What follows belongs to an exercise in optimizing a design on an open flow for small area, a short achievable clock period and few clock cycles per item; a production flow would make more cautious choices. Where RTL was checked, it was by simulation tests only, not by an equivalence proof against the original. No activity file was given, so power comes from the tool's default toggle rates.

==> inputs of 10-21 <==
==> flow/design.v (excerpt) <==
module conv1d_top (
  input  logic        clk,
  input  logic        rst_n,
  input  logic        psel_i,
  input  logic        penable_i,
  input  logic        pwrite_i,
  input  logic [7:0]  paddr_i,
  input  logic [31:0] pwdata_i,
  output logic [31:0] prdata_o,
  output logic        pready_o,
  output logic        pslverr_o,
  output logic        mem_req_o,
  output logic        mem_we_o,
  output logic [6:0]  mem_addr_o,
  output logic [31:0] mem_wdata_o,
  input  logic [31:0] mem_rdata_i,
  output logic        done_o
);
clock: 8.0 ns
lec_check: 0
cap_margin: 20
core_margin: 2
core_utilization: 40
setup_slack_margin: 4.5
slew_margin: 20
synth_hierarchical: 1
synth_minimum_keep_size: 0
standard.sh (not shown) runs the stock make flow with config.mk's settings and CLKGATE_MAP_FILE= SYNTH_SCRIPT=/design/flow/synth_recipe.tcl, a recipe that flattens the netlist after the stock synthesis.
==> flow/flow/run.sh <==
#!/bin/bash
# Standard layout, with the smallest plain buffer on the ports.
set -euo pipefail
export BUFFER_PORTS_ARGS="-buffer_cell sky130_fd_sc_hd__buf_1"
bash standard.sh > standard.log 2>&1
==> 11-26: changes against 10-21 <==
--- a/flow/design.v
+++ b/flow/design.v
@@ -353,16 +353,18 @@
       end
       if (load) begin
         req_q <= (cnt_q != '0);
       end else begin
         req_q <= nx_rd | nx_wr;
       end
     end
   end
+  logic ph_d;
+  assign ph_d = load ? 1'b0 : ~ph_q;
   always_ff @(posedge clk) ph_q <= ph_d;
   always_ff @(posedge clk) begin
     rv_q <= rd_now;
     if (load) begin
       we_q  <= 1'b0;
       fs_q  <= 2'd3;
       wl_q  <= cnt_q;
       rdp_q <= src_q;
@@ -375,29 +377,32 @@
       if (wr_now) wrp_q <= wrp_q + 7'd1;
     end
   end
   assign mem_req_o  = req_q;
   assign mem_we_o   = we_q;
   assign mem_addr_o = we_q ? wrp_q : rdp_q;
   logic [7:0]    xa_q, xb_q, xc_q;
   logic [SW-1:0] acc_q;
-  always_ff @(posedge clk) begin
-    if (rv_q) begin
+  always_ff @(posedge clk or posedge rst_n) begin
+    if (rst_n) begin
+      xa_q <= '0;
+      xb_q <= '0;
+    end else if (rv_q) begin
       xb_q <= mem_rdata_i[7:0];
-      xc_q <= xb_q;
       xa_q <= xc_q;
     end
   end
-  logic          ph_d;
+  always_ff @(posedge clk) begin
+    if (rv_q) xc_q <= xb_q;
+  end
   logic [7:0]    ta_q, tb_q;
-  assign ph_d = load ? 1'b0 : ~ph_q;
   always_ff @(posedge clk) begin
-    ta_q <= ph_d ? taps_q[15:8]  : taps_q[7:0];
-    tb_q <= ph_d ? taps_q[31:24] : taps_q[23:16];
+    ta_q <= ph_q ? taps_q[7:0]   : taps_q[15:8];
+    tb_q <= ph_q ? taps_q[23:16] : taps_q[31:24];
   end
   logic [SW-1:0] s_n_q, c_n_q, s_n_d, c_n_d;
   conv1d_datapath u_dp (
     .xa_i   (xa_q),
     .ta_i   (ta_q),
     .xb_i   (xb_q),
     .tb_i   (tb_q),
     .fs_n_i (s_n_q | {SW{~ph_q}}),
- CTS_BUF_LIST: not set -> sky130_fd_sc_hd__clkbuf_4 sky130_fd_sc_hd__clkbuf_8
- CTS_CLUSTER_DIAMETER: not set -> 60
- CTS_CLUSTER_SIZE: not set -> 30
==> comparison table <==
                                                                             10-21       11-26
Crit path to                                                              c_n_q[8]   c_n_q[10]
Number of instances in the synthesized netlist                                 981        1009
Crit Reg-Reg Endpoint                                                     c_n_q[8]   c_n_q[10]
Post-layout util                                                             0.454       0.438
Number of enable-type register cells in the synthesized netlist                 56          40
Met2 Resource Use GR                                                         0.275       0.278
Layout overhead on the synthesized area                                      11.3%       8.21%
Post-synthesis share of cell area spent on and, or, nand and nor gates       0.127       0.128
Fillers                                                                       2681        2800
Adder-cell share of the synthesized area                                     0.263       0.260
Count of standard-cell rows                                                     62          63
Netlist area before placement                                           0.0118 mm²  0.0119 mm²
Share of synthesized area spent on multiplexers                             0.0791      0.0911
Average cell area after synthesis                                         12.0 µm²    11.8 µm²
Fraction of area in registers                                                0.348       0.350
Clock Skew                                                                 13.0 ps     21.8 ps
Slew at the pin closest to its max-slew limit                               921 ps      994 ps
Synth Area in Compound Gates                                                0.0469      0.0479
CTS clk-pin slew, worst paths                                                70 ps      110 ps
Worst setup path startpoint                                                xa_q[1]     xa_q[5]
Total power per unit cell area                                          172 mW/mm²  144 mW/mm²
Worst-skew pair later-pin latency                                           440 ps      490 ps
Result of the run                                         timing/DRC/antenna clean  timing/DRC/antenna clean
DIE AREA                                                                0.0309 mm²  0.0312 mm²
Worst-case vdd ir drop                                                  0.000150 V  0.000123 V
No functional check of the RTL was part of any run of this note.


==> inputs of garnet <==
conv1d_top, a different RTL version from the one above (not shown whole).
==> flow/config.mk <==
export PLATFORM = sky130hd
export DESIGN_NAME = conv1d_top
export DESIGN_NICKNAME = conv1d_top
export VERILOG_FILES = /design/flow/design.v
export SDC_FILE = /design/flow/constraint.sdc
export NUM_CORES = 4
export LEC_CHECK = 0
export CAP_MARGIN = 20
export CORE_MARGIN = 2
export CORE_UTILIZATION = 65
export SETUP_SLACK_MARGIN = 4.85
export SLEW_MARGIN = 20
export SYNTH_HIERARCHICAL = 1
export SYNTH_MINIMUM_KEEP_SIZE = 0
==> flow/constraint.sdc <==
create_clock -name core_clock -period 8.0 [get_ports {clk}]
set_input_delay 1.6000 -clock core_clock [delete_from_list [all_inputs] [get_ports {clk}]]
set_output_delay 1.6000 -clock core_clock [all_outputs]
set_load 0.01 [all_outputs]
Scripts as last shown in full above: flow/flow/run.sh
==> amber: changes against garnet <==
--- a/flow/design.v
+++ b/flow/design.v
@@ -276,14 +276,23 @@
     sel_src_q  <= (paddr_i == conv1d_pkg::REG_SRC);
     sel_dst_q  <= (paddr_i == conv1d_pkg::REG_DST);
     sel_cnt_q  <= (paddr_i == conv1d_pkg::REG_COUNT);
     bad_q      <= !(paddr_i == conv1d_pkg::REG_CTRL  || paddr_i == conv1d_pkg::REG_STATUS ||
                     paddr_i == conv1d_pkg::REG_TAPS  || paddr_i == conv1d_pkg::REG_SRC ||
                     paddr_i == conv1d_pkg::REG_DST   || paddr_i == conv1d_pkg::REG_COUNT);
   end
+  logic [6:0] rb_q;
+  always_ff @(posedge clk) begin
+    case (paddr_i)
+      conv1d_pkg::REG_SRC:   rb_q <= src_q;
+      conv1d_pkg::REG_DST:   rb_q <= dst_q;
+      conv1d_pkg::REG_COUNT: rb_q <= cnt_q;
+      default:               rb_q <= '0;
+    endcase
+  end
   logic wr;
   assign wr        = psel_i & penable_i & pwrite_i;
   assign pready_o  = 1'b1;
   assign pslverr_o = bad_q;
   logic [31:0] taps_q;
   logic [6:0]  src_q, dst_q, cnt_q;
   always_ff @(posedge clk or posedge rst_n) begin
@@ -301,15 +310,15 @@
   end
   logic       run_q;      
   logic       done_q;
   logic       req_q, we_q;
   logic       ph_q;       
   logic [1:0] fs_q;       
   logic [6:0] wl_q;       
-  logic [6:0] rdp_q, wrp_q;
+  logic [6:0] rdp_q, wrp_q, rdp_d, wrp_d, addr_q;
   logic       rv_q;       
   logic start, setup_start, idle;
   logic spec_q;           
   assign start       = wr & sel_ctrl_q & pwdata_i[0] & ~run_q;
   assign setup_start = psel_i & ~penable_i & pwrite_i & (paddr_i == conv1d_pkg::REG_CTRL) &
                        pwdata_i[0] & ~run_q & (cnt_q != '0);
   assign idle        = ~run_q & ~spec_q;
@@ -357,27 +366,30 @@
   always_ff @(posedge clk) ph_q <= ph_d;
   always_ff @(posedge clk) begin
     rv_q <= rd_now;
     if (idle) begin
       we_q  <= 1'b0;
       fs_q  <= 2'd3;
       wl_q  <= cnt_q;
-      rdp_q <= src_q;
-      wrp_q <= dst_q;
     end else begin
       we_q <= nx_wr;
       if (ph_q && fs_q != 2'd0) fs_q <= fs_q - 2'd1;
       wl_q <= wl_d;
-      if (rd_now) rdp_q <= rdp_q + 7'd1;
-      if (wr_now) wrp_q <= wrp_q + 7'd1;
     end
   end
+  assign rdp_d = idle ? src_q : rdp_q + {6'd0, rd_now};
+  assign wrp_d = idle ? dst_q : wrp_q + {6'd0, wr_now};
+  always_ff @(posedge clk) begin
+    rdp_q  <= rdp_d;
+    wrp_q  <= wrp_d;
+    addr_q <= nx_wr ? wrp_d : rdp_d;
+  end
   assign mem_req_o  = req_q;
   assign mem_we_o   = we_q;
-  assign mem_addr_o = we_q ? wrp_q : rdp_q;
+  assign mem_addr_o = addr_q;
   logic [3:0][7:0] w_q;
   logic [3:0][7:0] w_src;
   always_comb begin
     for (int k = 0; k < 3; k++) w_src[k] = rv_q ? w_q[k+1] : w_q[k];
     w_src[3] = rv_q ? (ph_q ? {mem_rdata_i[3:0], mem_rdata_i[7:4]} : mem_rdata_i[7:0]) : w_q[3];
   end
   always_ff @(posedge clk) begin
@@ -403,12 +415,12 @@
   always_ff @(posedge clk) begin
     res_q <= ~(r_n_q[0] + r_n_q[1] + r_n_q[2] + SW'(2));
   end
   assign mem_wdata_o = {{(32-SW){1'b0}}, res_q};
   always_comb begin
     prdata_o = '0;
     prdata_o |= {32{sel_taps_q}} & taps_q;
-    prdata_o[6:0] |= ({7{sel_src_q}} & src_q) | ({7{sel_dst_q}} & dst_q) | ({7{sel_cnt_q}} & cnt_q);
+    prdata_o[6:0] |= rb_q;
     prdata_o[1:0] |= {2{sel_stat_q}} & {done_q, run_q};
   end
   assign done_o = done_q;
 endmodule
- CORE_UTILIZATION: 65 -> 40
- SETUP_SLACK_MARGIN: 4.85 -> 5.0
==> nickel: changes against garnet <==
- CORE_UTILIZATION: 65 -> 70
- CTS_CLUSTER_DIAMETER: unset -> 150
- CTS_CLUSTER_SIZE: unset -> 60
==> qor summary <==
| quantity | garnet | amber | nickel |
|---|---|---|---|
| # Taps | 229 | 390 | 220 |
| Sequential cell count of the final layout | 194 | 208 | 194 |
| Req. time, crit path | 8.30 ns | 8.47 ns | 6.40 ns |
| CTS Sinks | 194 | 208 | 194 |
| Result of the run | timing/DRC/antenna clean | timing/DRC/antenna clean | timing/DRC/antenna clean |
| Hold Crit Endpoint | w_q[2] | rv_q | w_q[1] |
| Buffer share of cell area | 0.0390 | 0.0833 | 0.0404 |
| Xor/xnor cell area share of the yosys netlist | 0.0229 | 0.0241 | 0.0229 |
| Slowest-stage cell, CP | sky130_fd_sc_hd__fa_2 | sky130_fd_sc_hd__fa_2 | sky130_fd_sc_hd__dfxtp_1 |
| H-tree level count | 4 | 1 | 4 |
| Slew margin rel. | 0.455 | 0.484 | 0.462 |
| Global-route wire length before repair | 40200 um | 43600 um | 40600 um |
| Number of flops mapped to enable cells by yosys | 14 | 0 | 14 |
| Max incr delay on CP | 0.55 ns | 0.57 ns | 0.43 ns |
| Synth Area in Simple Gates | 0.130 | 0.130 | 0.130 |
Testbench counts of garnet, summed over its fixed seeds: cycles 5,000, items 1,988.
Testbench counts of nickel, summed over its fixed seeds: cycles 5,000, items 1,988.
No functional check of the RTL was part of amber.

[port drivers added, routing unchanged]
The flow's constraints put no driver on any port. The routed layouts listed below were extracted and timed again, unchanged, in two steps. Step 1 (the two cells are an assumption about what drives the block):
set clk [get_ports {clk}]
set_driving_cell -lib_cell sky130_fd_sc_hd__clkbuf_16 $clk
set_driving_cell -lib_cell sky130_fd_sc_hd__buf_2 [delete_from_list [all_inputs] $clk]
Step 2 also shifts input and output timing later by t, the mid clock arrival at the registers, as if the neighbouring blocks saw the same clock. Slacks: no drivers / after step 1 / after step 2; pairs: no drivers / after step 1.
| run | t, ns | setup WS [ns] | hold WS [ns] | latest minus earliest clock arrival (ns) | worst slew at a driven data input, ns |
|---|---|---|---|---|---|
| 10-21 | 0.486 | 4.340 / 4.340 / 3.995 | 0.425 / 0.425 / 0.425 | 0.015 / 0.015 | 0.05 |
| 11-26 | 0.521 | 4.510 / 4.510 / 4.061 | 0.471 / 0.471 / 0.471 | 0.022 / 0.022 | 0.07 |
| garnet | 0.475 | 4.882 / 4.879 / 4.882 | 0.462 / 0.462 / 0.462 | 0.013 / 0.012 | 0.05 |
| amber | 0.573 | 4.860 / 4.851 / 4.641 | 0.443 / 0.443 / 0.443 | 0.013 / 0.013 | 0.06 |
| nickel | 0.482 | 4.892 / 4.845 / 4.906 | 0.465 / 0.465 / 0.465 | 0.011 / 0.011 | 0.04 |
After both steps setup and hold are still met in every run listed. The setup slack of 11-26, which loses most, moves by 0.000 ns with the drivers and by -0.449 ns with both steps.
